What follows belongs to an exercise in optimizing a design on an open flow for small area, a short achievable clock period and few clock cycles; a production flow would make more cautious choices. The RTL was checked by simulation tests, not by an equivalence proof against the original design.

## v6
// best_rational_approximation
module best_rational_approximation (
	input  logic                 clk,
	input  logic                 arst_n,
	input  logic                 in_valid,
	output logic                 in_ready,
	input  logic [50:0]          in_data,
	output logic                 out_valid,
	input  logic                 out_ready,
	output logic [82:0]          out_data,
	input  logic                 cfg_wen,
	input  logic [bra_pkg::DEN_WIDTH-1:0] cfg_wdata
);
	logic st_idle, st_setup, st_setup2, st_bit, st_pset, st_pbit;
	logic first_q, out_valid_q;
	logic [31:0] lim_q;
	logic [5:0]  plim_q, p_lim;     
	logic        lim_nz;
	logic [49:0] n_q, ds_q, p0_q;
	logic [51:0] ps_q;
	logic [31:0] q0_q, qs_q;
	logic [10:0] pone_q;    
	logic [40:0] r2_q;      
	logic [5:0]  j_q, posd_q, posr_q, posq_q;
	logic        rnz_q;
	logic        brk_q;
	logic        neg_cur_q, neg_out_q;
  ...
==> flow/config.mk <==
export PLATFORM = sky130hd
export DESIGN_NAME = best_rational_approximation
export DESIGN_NICKNAME = best_rational_approximation
export VERILOG_FILES = /design/flow/design.v
export SDC_FILE = /design/flow/constraint.sdc
export NUM_CORES = 4
export LEC_CHECK = 0
export CAP_MARGIN = 20
export CORE_MARGIN = 2
export CORE_UTILIZATION = 40
export SLEW_MARGIN = 20
==> flow/constraint.sdc <==
create_clock -name core_clock -period 10.0 [get_ports {clk}]
set_input_delay 2.0000 -clock core_clock [delete_from_list [all_inputs] [get_ports {clk}]]
set_output_delay 2.0000 -clock core_clock [all_outputs]
set_load 0.01 [all_outputs]
standard.sh (not shown) runs the stock make flow with config.mk's settings and CLKGATE_MAP_FILE= SYNTH_SCRIPT=/design/flow/synth_recipe.tcl, a recipe that flattens the netlist after the stock synthesis.
==> flow/flow/run.sh <==
#!/bin/bash
set -euo pipefail
bash standard.sh SETUP_SLACK_MARGIN=6 finish > standard_flow.log 2>&1
Every stage of the flow completed for v6, and the final layout passed the timing, DRC and antenna checks.
Testbench counts of v6, summed over its fixed seeds: cycles 19,790.
Edits applied to the flow inputs when going from v6 to v7:
diff --git a/flow/design.v b/flow/design.v
--- a/flow/design.v
+++ b/flow/design.v
@@ -120,22 +120,23 @@
 	logic first_q, out_valid_q;
 	logic [31:0] lim_q;
 	logic [5:0]  plim_q, p_lim;     
 	logic        lim_nz;
 	logic [49:0] n_q, ds_q, p0_q;
 	logic [51:0] ps_q;
 	logic [31:0] q0_q, qs_q;
 	logic [10:0] pone_q;    
 	logic [40:0] r2_q;      
 	logic [5:0]  j_q, posd_q, posr_q, posq_q;
 	logic        rnz_q;
+	logic        d2_q;      
 	logic        brk_q;
 	logic        neg_cur_q, neg_out_q;
 	bra_topbit #(.W(32)) u_p_lim (.x(lim_q), .pos(p_lim), .nz(lim_nz));
 	logic        nok, nok2, qok, acc, accq;
 	logic [33:0] qcs_s, qcs_c, qcs_sum, nlim;
 	logic [31:0] qsum;
 	logic [49:0] nsub, n1, p01, psum;
 	logic [31:0] q01;
 	logic [40:0] r2sub, r21;
 	logic [5:0]  p_nsub, p_n, p_qsum, p_q0;
 	logic        nz_nsub, nz_n, nz_qsum, nz_q0;
@@ -167,22 +168,27 @@
 	logic [5:0]  jn, jq;
 	logic [4:0]  jset;
 	logic        cap, jq_ge_jn;
 	logic [39:0] n_shl;
 	logic        stall, r2_ge, fin_semi, fin_conv, exact, brk_go;
 	bra_add #(.W(6)) u_jn (.a(posd_q), .b(~posr_q), .ci(1'b1), .s(jn));
 	bra_add #(.W(6)) u_jq (.a(plim_q), .b(~posq_q), .ci(1'b1), .s(jq));
 	bra_ge  #(.W(6)) u_cap (.a(jq), .b(jn), .ge(jq_ge_jn));
 	assign cap    = !jq_ge_jn;
 	assign jset   = st_setup ? jn[4:0] : j_q[4:0];
 	assign n_shl  = n_q[39:0] << jset;
+	logic [40:0] nx;
+	logic        r2nd, dec;
+	assign nx    = {n_q[39:0], 1'b0};
+	assign r2nd  = nx[posr_q];
+	assign dec   = st_setup && r2nd && !d2_q;
 	assign stall  = first_q && out_valid_q;
 	bra_ge #(.W(40)) u_r2ge (.a(r2_q[39:0]), .b(ds_q[39:0]), .ge(r2_ge));
 	assign fin_semi = brk_q && r2_q[40];
 	assign fin_conv = brk_q && !r2_q[40] && r2_ge;
 	assign brk_go   = brk_q && !r2_q[40] && !r2_ge;
 	assign exact    = !brk_q && !rnz_q;
 	logic big_prod, pbit;
 	assign big_prod = ({1'b0, posd_q} + {1'b0, posq_q}) >= 7'd39;
 	assign pbit     = q0_q[j_q[4:0]];
 	logic done_conv, done_semi, done, swap, to_setup2;
 	always_comb begin
@@ -243,34 +249,36 @@
 		end
 		if (st_idle) begin
 			n_q       <= in_data[49:0];
 			neg_cur_q <= in_data[50];
 			first_q   <= 1'b1;
 			ds_q      <= SCALE << j1;
 			pone_q    <= 11'd1 << j1;
 			p0_q      <= 50'd0;
 			q0_q      <= 32'd1;
 			j_q       <= {2'b0, j1};
 			posd_q    <= 6'd39;
+			d2_q      <= 1'b1;    
 		end
 		if (swap) begin
 			first_q <= 1'b0;
 			n_q     <= ds_q;
-			ds_q    <= {10'd0, n_shl};
+			ds_q    <= dec ? {11'd0, n_shl[39:1]} : {10'd0, n_shl};
 			p0_q    <= first_q ? 50'd1 : ps_q[49:0];
-			ps_q    <= {2'b0, p0_q} << jset;
+			ps_q    <= dec ? ({2'b0, p0_q} << jset) >> 1 : {2'b0, p0_q} << jset;
 			q0_q    <= first_q ? 32'd0 : qs_q;
-			qs_q    <= q0_q << jset;
+			qs_q    <= dec ? (q0_q << jset) >> 1 : q0_q << jset;
 			r2_q    <= {1'b0, ds_q[39:0]};
-			j_q     <= {1'b0, jset};
+			j_q     <= {1'b0, jset} - {5'd0, dec};
 			posd_q  <= posr_q;
+			d2_q    <= r2nd;
 		end
 		if (to_setup2) begin
 			j_q <= jq;
 		end
 		if (st_setup && brk_go) begin
 			n_q <= ds_q;
 			j_q <= posq_q;
 		end
 		if (st_bit) begin
 			n_q    <= n1;
 			p0_q   <= p01;
Notes after the runs:
v7 did not stop at any stage, and its layout met the timing, DRC and antenna checks.
Sort v7 and v6 by critical path required time, descending, and v6 comes first.
Going from v6 to v7, utilization of the core after routing increased 1.1 points, number of non-clock inverters increased 3.8%, flip-flop and latch count essentially unchanged, final area increased about 7%.
v7 vs v6: length of routed met2 wiring up in v7
Testbench counts of v7, summed over its fixed seeds: cycles 18,957.

## afterwards: timing with drivers on the ports
The results above use ideal ports. As a check the final layouts listed here were re-extracted and re-timed, cells and wires unchanged. Step 1: set_driving_cell puts a clkbuf_16 on clk and a buf_2 on each other input, an assumption about the parent block. Step 2, shift: input delay + t, output delay - t, t = (earliest + latest rising clock arrival at the registers) / 2. This alone moves slack from input paths to output paths. a / b / c = no drivers / after step 1 / after step 2; a / b = the first two.
run | shift t [ns] | setup WS [ns] | worst register clock-pin slew, ns
v6 | 0.742 | 5.862 / 5.862 / 5.273 | 0.07 / 0.07
v7 | 0.762 | 5.883 / 5.882 / 5.317 | 0.07 / 0.07
After both steps every run listed still meets setup and hold. The setup slack of v6, which loses most, moves by 0.000 ns with the drivers and by -0.589 ns with both steps.
